Background: an optimization exercise with open tools, aiming at small area, a short achievable clock period and few clock cycles. Do not read the settings as production practice.
The RTL was checked by simulation tests, not by an equivalence proof against the original design.
Power is estimated from default activity; no workload was simulated.

[flow/design.v]
package arch_types_pkg;
    typedef logic [8-1:0] data_t;
    typedef logic [6-1:0] addr_t;
    typedef logic [16-1:0] instr_t;
    typedef logic [$clog2(4)-1:0] reg_sel_t;
    typedef enum logic [3:0] {
        ALU_ADD       = 4'd0,
        ALU_ADC       = 4'd1,
        ALU_SUB       = 4'd2,    
        ALU_SBC       = 4'd3,
        ALU_INR       = 4'd4,
        ALU_DCR       = 4'd5,
        ALU_AND       = 4'd6,
        ALU_OR        = 4'd7,
        ALU_XOR       = 4'd8,
        ALU_INV       = 4'd9,
        ALU_ROL       = 4'd10,   
        ALU_ROR       = 4'd11,
        ALU_UNDEFINED = 4'd12
    } alu_op_t;
endpackage
package ctrl_types_pkg;
    typedef enum logic [3:0] {
        OP_NOP = 4'd0,
        OP_LDI = 4'd1,   
        OP_ALU = 4'd2,   
        OP_OUT = 4'd3,   
        OP_JMP = 4'd4,
        OP_JZ  = 4'd5,   
        OP_JC  = 4'd6,   
        OP_HLT = 4'd7
    } opcode_t;
    typedef enum logic [2:0] {
        ST_IDLE   = 3'd0,
        ST_FETCH  = 3'd1,
        ST_DECODE = 3'd2,
        ST_EXEC   = 3'd3,
        ST_WRITE  = 3'd4,
        ST_HALT   = 3'd5
    } cpu_state_t;
endpackage
`timescale 1ns/1ns
module alu (
    input  logic [7:0] a,
    input  logic [7:0] b,
    input  logic       c_in,
    input  logic [3:0] op,
    output logic [7:0] result,
    output logic       c_out
);
    logic [7:0] y;
    logic       cy;
    logic [8:0] sum;
    always_comb begin
        case (op)
            4'd0:    begin y = b;        cy = 1'b0; end   
            4'd1:    begin y = b;        cy = c_in; end   
            4'd2:    begin y = ~b;       cy = 1'b1; end   
            4'd3:    begin y = ~b;       cy = c_in; end   
            4'd4:    begin y = 8'h00;    cy = 1'b1; end   
            default: begin y = 8'hff;    cy = 1'b0; end   
        endcase
    end
    assign sum = {1'b0, a} + {1'b0, y} + {8'd0, cy};
    always_comb begin
        case (op)
            4'd0, 4'd1, 4'd2, 4'd3, 4'd4, 4'd5:
                     begin result = sum[7:0];          c_out = sum[8]; end
            4'd6:    begin result = a & b;             c_out = 1'b0;   end
            4'd7:    begin result = a | b;             c_out = 1'b0;   end
            4'd8:    begin result = a ^ b;             c_out = 1'b0;   end
            4'd9:    begin result = ~a;                c_out = 1'b0;   end
            4'd10:   begin result = {a[6:0], c_in};    c_out = a[7];   end
            4'd11:   begin result = {c_in, a[7:1]};    c_out = a[0];   end
            default: begin result = 8'd0;              c_out = 1'b0;   end
        endcase
    end
endmodule
`timescale 1ns/1ns
module reg_file (
    input  logic       clk,
    input  logic       reset,
    input  logic [1:0] rd_sel_a,
    input  logic [1:0] rd_sel_b,
    input  logic [1:0] wr_sel,
    input  logic       wr_en,
    input  logic [7:0] wr_data,
    output logic [7:0] rd_data_a,
    output logic [7:0] rd_data_b
);
    logic [7:0] regs [4];
    always_ff @(posedge clk) begin
        if (reset) begin
            for (int i = 0; i < 4; i++) regs[i] <= '0;
        end else if (wr_en) begin
            regs[wr_sel] <= wr_data;
        end
    end
    assign rd_data_a = regs[rd_sel_a];
    assign rd_data_b = regs[rd_sel_b];
endmodule
`timescale 1ns/1ns
module prog_mem (
    input  logic        clk,
    input  logic        load_en,
    input  logic [5:0]  load_addr,
    input  logic [15:0] load_data,
    input  logic [5:0]  rd_addr,
    output logic [15:0] rd_word,
    output logic [3:0]  nx_op,
    output logic [5:0]  nx_target
);
    logic [63:0][15:0] words;
    logic [63:0]       row;       
    logic [63:0]       row_nx;    
    always_ff @(posedge clk) begin
        for (int i = 0; i < 64; i++) begin
            if (load_en && load_addr == 6'(i)) words[i] <= load_data;
        end
    end
    always_comb begin
        for (int i = 0; i < 64; i++) row[i] = (rd_addr == 6'(i));
        row_nx = {row[62:0], row[63]};
    end
    always_comb begin
        for (int b = 0; b < 16; b++) begin
            logic [63:0] t;
            for (int i = 0; i < 64; i++) t[i] = row[i] & words[i][b];
            rd_word[b] = |t;
        end
        for (int b = 0; b < 4; b++) begin
            logic [63:0] t;
            for (int i = 0; i < 64; i++) t[i] = row_nx[i] & words[i][12+b];
            nx_op[b] = |t;
        end
        for (int b = 0; b < 6; b++) begin
            logic [63:0] t;
            for (int i = 0; i < 64; i++) t[i] = row_nx[i] & words[i][b];
            nx_target[b] = |t;
        end
    end
endmodule
`timescale 1ns/1ns
module cpu_core (
    input  logic                   clk,
    input  logic                   reset,
    input  logic                   start,
    input  logic                   load_en,
    input  arch_types_pkg::addr_t  load_addr,
    input  arch_types_pkg::instr_t load_data,
    output logic                   out_valid,
    output arch_types_pkg::data_t  out_data,
    output logic                   busy,
    output logic                   halted
);
    logic        running_q;
    logic        halted_q;
    logic        z_q, c_q;
    logic [5:0]  pc1_q;           
    logic [5:0]  pc2_q;           
    logic [11:0] x_q;             
    logic        x_ldi_q, x_alu_q, x_out_q, x_jmp_q, x_jz_q, x_jc_q, x_hlt_q;
    logic        j_jmp_q, j_jz_q, j_jc_q;
    logic [5:0]  j_t_q;
    logic        out_valid_q;
    logic [7:0]  out_data_q;
    logic        x_taken, j_taken, j_any;
    logic [5:0]  f_addr;
    logic [15:0] f_word;
    logic [3:0]  f_nx_op;
    logic [5:0]  f_nx_t;
    assign x_taken = x_jmp_q | (x_jz_q & z_q) | (x_jc_q & c_q);
    assign j_taken = j_jmp_q | (j_jz_q & z_q) | (j_jc_q & c_q);
    assign j_any   = j_jmp_q | j_jz_q | j_jc_q;
    always_comb begin
        if (!running_q)   f_addr = 6'd0;       
        else if (x_taken) f_addr = x_q[5:0];
        else if (j_taken) f_addr = j_t_q;
        else if (j_any)   f_addr = pc2_q;
        else              f_addr = pc1_q;
    end
    prog_mem u_prog (
        .clk       (clk),
        .load_en   (load_en && !running_q),
        .load_addr (load_addr),
        .load_data (load_data),
        .rd_addr   (f_addr),
        .rd_word   (f_word),
        .nx_op     (f_nx_op),
        .nx_target (f_nx_t)
    );
    logic f_ldi, f_alu, f_out, f_jmp, f_jz, f_jc, f_hlt;
    logic n_jmp, n_jcc, fold;
    assign f_ldi = (f_word[15:12] == 4'd1);
    assign f_alu = (f_word[15:12] == 4'd2);
    assign f_out = (f_word[15:12] == 4'd3);
    assign f_jmp = (f_word[15:12] == 4'd4);
    assign f_jz  = (f_word[15:12] == 4'd5);
    assign f_jc  = (f_word[15:12] == 4'd6);
    assign f_hlt = (f_word[15:12] == 4'd7);
    assign n_jmp = (f_nx_op == 4'd4);
    assign n_jcc = (f_nx_op == 4'd5) || (f_nx_op == 4'd6);
    assign fold  = (n_jmp && !f_hlt && !f_jmp) ||
                   (n_jcc && !f_hlt && !f_jmp && !f_alu);
    always_ff @(posedge clk) begin
        x_q     <= f_word[11:0];
        x_ldi_q <= f_ldi;
        x_alu_q <= f_alu;
        x_out_q <= f_out;
        x_jmp_q <= f_jmp;
        x_jz_q  <= f_jz;
        x_jc_q  <= f_jc;
        x_hlt_q <= f_hlt;
        j_jmp_q <= fold && (f_nx_op == 4'd4);
        j_jz_q  <= fold && (f_nx_op == 4'd5);
        j_jc_q  <= fold && (f_nx_op == 4'd6);
        j_t_q   <= f_nx_t;
        pc1_q   <= f_addr + 6'd1;
        pc2_q   <= f_addr + 6'd2;
    end
    logic [7:0] rd_a, rd_b, alu_res, wr_data;
    logic       alu_c, reg_we;
    assign reg_we  = running_q && (x_ldi_q || x_alu_q);
    assign wr_data = x_alu_q ? alu_res : x_q[7:0];
    reg_file u_regs (
        .clk       (clk),
        .reset     (reset),
        .rd_sel_a  (x_q[11:10]),
        .rd_sel_b  (x_q[9:8]),
        .wr_sel    (x_q[11:10]),
        .wr_en     (reg_we),
        .wr_data   (wr_data),
        .rd_data_a (rd_a),
        .rd_data_b (rd_b)
    );
    alu u_alu (
        .a      (rd_a),
        .b      (rd_b),
        .c_in   (c_q),
        .op     (x_q[3:0]),
        .result (alu_res),
        .c_out  (alu_c)
    );
    always_ff @(posedge clk) begin
        if (reset) begin
            z_q <= 1'b1;
            c_q <= 1'b0;
        end else if (running_q && x_alu_q) begin
            z_q <= (alu_res == 8'd0);
            c_q <= alu_c;
        end
    end
    always_ff @(posedge clk) begin
        if (reset) begin
            running_q   <= 1'b0;
            halted_q    <= 1'b0;
            out_valid_q <= 1'b0;
        end else begin
            out_valid_q <= running_q && x_out_q;
            if (running_q) begin
                if (x_hlt_q) begin
                    running_q <= 1'b0;
                    halted_q  <= 1'b1;
                end
            end else if (start) begin
                running_q <= 1'b1;
                halted_q  <= 1'b0;
            end
        end
    end
    always_ff @(posedge clk) begin
        out_data_q <= rd_a;
    end
    assign out_valid = out_valid_q;
    assign out_data  = out_data_q;
    assign busy      = running_q;
    assign halted    = halted_q;
endmodule
[flow/run.sh]
#!/bin/bash
# synth_recipe.tcl (not shown) runs the flow's synth.tcl, then flattens the netlist and writes it again
# the make line also repeats each setting of config.mk as NAME=value (left out here)
make -C /OpenROAD-flow-scripts/flow DESIGN_CONFIG=/design/flow/config.mk WORK_HOME=/design/flow/orfs CLKGATE_MAP_FILE= SYNTH_SCRIPT=/design/flow/synth_recipe.tcl finish
[flow/config.mk]
export PLATFORM = sky130hd
export DESIGN_NAME = cpu_core
export DESIGN_NICKNAME = cpu_core
export VERILOG_FILES = /design/flow/design.v
export SDC_FILE = /design/flow/constraint.sdc
export NUM_CORES = 4
export LEC_CHECK = 0
export CAP_MARGIN = 20
export CORE_MARGIN = 2
export CORE_UTILIZATION = 40
export SLEW_MARGIN = 20
[flow/constraint.sdc]
create_clock -name core_clock -period 10.0 [get_ports {clk}]
set_input_delay 2.0000 -clock core_clock [delete_from_list [all_inputs] [get_ports {clk}]]
set_output_delay 2.0000 -clock core_clock [all_outputs]
set_load 0.01 [all_outputs]
==> qor.yml <==
synthesis:
  syn_nets: 3287
  synthTopCellsByArea: "edfxtp_1, a22oi_1, dfxtp_1"
  syn_inst: 3231
  synthArstFlopShare_pct: 0
  synth_ff_type: "edfxtp_1"
  synth_top_cell_by_area: "edfxtp_1"
  syn_area_mm2: 0.0465
  synth_area_per_cell_um2: 14.4
  synth.top_cell.area_share_pct: 68.2
  synth-seq-area-share_pct: 70.5
  synth_edf_count: 1056
  synth-seq-cells: 1109
  synth.distinct_cells: 96
  yosysWarnings: 4
final_layout:
  nets: 3402
  area_growth_pct: 16.1
  drive_above_1_share_pct: 16.0
  final_util_pct: 46.6
floorplanning:
  die_y_um: 345
  start_util_pct: 40.2
  die-area_mm2: 0.119
  coreArea_mm2: 0.116
  fp-row-count: 125
  die_w_um: 345
  ios: 37
cts:
  cts_setup_buffers: 0
  clock_latency_ns: 0.76
  clockBufferDepth: 3
  cts_buffers: 113
  cts_tree: "done"
  clk_pin_slew_ns: 0.06
  cts_sinks: 1109
  ctsHoldBuffers: 0
  ctsResizeCount: 0
  htreeDepth: 3
  clockRootBuffer: "clkbuf_16"
timing:
  relSlewSlack_pct: 14.3
  rsz0062_at_grt: "false"
  hold_viol_final: 0
  slew_violations: 0
  setup_violations: 0
  tns_ns: 0
  layout_min_cycle_time_ns: 5.81
  fmax_mhz: 172
  worst_slew_pin_slew_ns: 1.28
  hold_ws_ns: 0.474
  period_share_pct: 58.1
  finClkSkew_ns: 0.0413
grt:
  use_met1_pct: 51.4
  grt_pass1_wl_um: 313000
  antenna_found_initial: 25
  grtUsageMet3_pct: 16.1
  grtUsageMet2_pct: 55.0
  grt_use_total_pct: 39.7
  grt_overflow: 0
  grt_pass1_vias: 34300
  grt_max_degree: 65
  top_usage_layer: "met2"
detailed_routing:
  first_pass_iters: 10
  drc: 0
  drt_wl_total_um: 240000
  vias_per_cell: 7.51
  antenna_left: 0
  drt-initial-drc-count: 8637
  wl_per_cell_um: 48.2
  vias: 37400
critical_path:
  slowest_delay_ns: 0.73
  cp.required_ns: 10.59
  path_max_fanout: 12
  start_kind: "register"
  worstPathArrival_ns: 6.40
  path_cells: "a221o_1, nor2_1, a21oi_1, o21ai_0, nand2_1, inv_1, ha_1, and2_1, nand2_1, nor3_1, a2111oi_0, nand4_1, nor4_2, nand3_1, nor3_1, nor4b_2"
  crit_type: "register to register"
  crit_path_end_kind: "register"
  slowest_stage: "nand2_1"
pwr:
  powerDensity_mw_per_mm2: 240
  ir_drop_uv: 158
  power_leakage_uw: 0.0172
hold_path:
  min_path_type: "register to register"
place:
  io_buffers: 36
  dpl.hpwl_um: 142000
  gp_congestion: 1.05
status:
  status: "no timing/DRC/antenna violations"
job:
  drv_cap: 0
==> critical path: cells and delay by family (launching register included) <==
| kind | cells | cell delay, ns |
|---|---|---|
| buffers and inverters | 1 | 0.12 |
| flip-flops | 1 | 0.48 |
| AO/OA/AOI/OAI | 4 | 1.37 |
| adder cells (fa/ha/maj) | 1 | 0.43 |
| AND/OR/NAND/NOR | 10 | 3.24 |
==> cell families (layout without fill, tap and decap cells) <==
| group | after synthesis | after routing | share of synthesized area [%] |
|---|---|---|---|
| other cells | 0 | 10 | 0 |
| simple gates | 912 | 912 | 9.70 |
| mux | 39 | 39 | 1.27 |
| flops | 1109 | 1109 | 70.5 |
| compound gates | 883 | 883 | 15.1 |
| buf+inv | 239 | 450 | 2.22 |
| fa+ha+maj | 30 | 30 | 0.840 |
| xor+xnor | 19 | 19 | 0.358 |
==> worst paths after layout <==
check / from / to / slack, ns / cells past startpoint
max: j_jz_q$_DFF_P_ / j_jz_q$_DFF_P_ / 4.19 / 16
max reg2reg: j_jz_q$_DFF_P_ / j_jz_q$_DFF_P_ / 4.19 / 16
min: halted_q$_SDFFE_PP0P_ / halted_q$_SDFFE_PP0P_ / 0.47 / 2
min reg2reg: halted_q$_SDFFE_PP0P_ / halted_q$_SDFFE_PP0P_ / 0.47 / 2
==> routing by layer <==
metal  share of wire (%)  vias to the layer above
met4                 8.1                       14
met1                  35                    18500
met5               0.040                        -
met2                  40                     4189
met3                  17                     1097
li1                    -                    13600
==> report_power, final <==
group / switching, uW / internal [uW] / total, uW
Sequential: 163 / 5190 / 5360
Combinational: 2210 / 894 / 3100
Clock: 1920 / 2580 / 4500
==> sequential cells by signal, summed over array words and instances, names as in the netlist, 6 cells and up <==
signal        flops
pc1_q             6
j_t_q             6
pc2_q             6
u_prog.words   1024
x_q              11
u_regs.regs      32
out_data_q        8
==> area by class of cell <==
| type | instances | area (um^2) |
|---|---|---|
| inverters | 30 | 113 |
| diodes | 10 | 25.0 |
| clock buffers | 140 | 2990 |
| fillers | 10000 | 61800 |
| flip-flops and latches | 1109 | 32800 |
| well taps | 1524 | 1910 |
| clock inverters | 71 | 921 |
| repair buffers | 209 | 1700 |
| multi-input cells | 1883 | 13500 |
==> through the flow <==
step                instances  power (uW)  setup slack [ns]  area (um^2)
global route             4966       13200              3.85        53900
CTS                      4964       12800              4.36        53900
finish                   4976       13000              4.19        54000
detailed placement       4753        8370              4.38        50000
floorplan                3231        7060              5.97        46500
global placement         4745        8370              4.24        49800
==> placed cells by master (no fill, tap or decap), drive strengths merged, types with 9 or more instances in the layout <==
cell,netlist,routed
inv,30,36
dfxtp,53,53
o21ai,28,28
clkdlybuf4s50,0,20
clkinv,0,42
o21bai,12,12
a22o,58,58
a32oi,18,18
nor2,216,216
a222oi,61,61
a2111oi,29,29
nand2b,10,10
and2,10,10
a22oi,460,460
a211o,12,12
clkbuf,141,140
or3,9,9
a211oi,12,12
ha,28,28
buf,68,189
nand4,103,103
diode,0,10
nor2b,12,12
nor4,37,37
nor3,70,70
a221oi,55,55
nand3,122,122
mux2i,22,22
a221o,12,12
a21oi,52,52
mux4,16,16
and3,65,65
bufinv,0,17
edfxtp,1056,1056
xor2,11,11
nand2,230,230
==> cells in the mapped netlist (all sizes together), types with 5 or more instances <==
cell,number
and2,10
nor4,37
mux4,16
xnor2,8
a32oi,18
buf,68
o21bai,12
a211oi,12
nor2,216
inv,30
nor2b,12
xor2,11
clkbuf,141
or3,9
and4,7
a211o,12
nor3,70
dfxtp,53
ha,28
a22oi,460
or4,5
a222oi,61
a21oi,52
a31oi,8
nand2b,10
mux2i,22
a221o,12
o31ai,6
nand2,230
o21a,6
a32o,6
a2111oi,29
nand4,103
edfxtp,1056
and3,65
a221oi,55
o21ai,28
a21boi,5
a22o,58
o2111ai,8
nand3,122
Testbench counts, summed over its fixed seeds: cycles 12,473.

## re-timing with driven ports
No port has a modelled driver above. Below, the same layout with a new extraction and two added sets of constraints.
Step 1 assumes that a clkbuf_16 drives the clock port and a buf_2 every other input.
Step 2 also shifts input and output timing later by t, the mid clock arrival at the registers, as if the neighbouring blocks saw the same clock.
Slacks: no drivers / after step 1 / after step 2; pairs: no drivers / after step 1.
t, ns: 0.811
slack for setup (ns): 4.188 / 4.188 / 4.188
hold WS [ns]: 0.474 / 0.474 / 0.474
worst register clock-pin slew, ns: 0.07 / 0.07
cell pins on the clock port's net: 1
After both steps setup and hold are still met in this run. For this run, drivers alone change the setup slack by 0.000 ns; drivers and shift together by 0.000 ns.
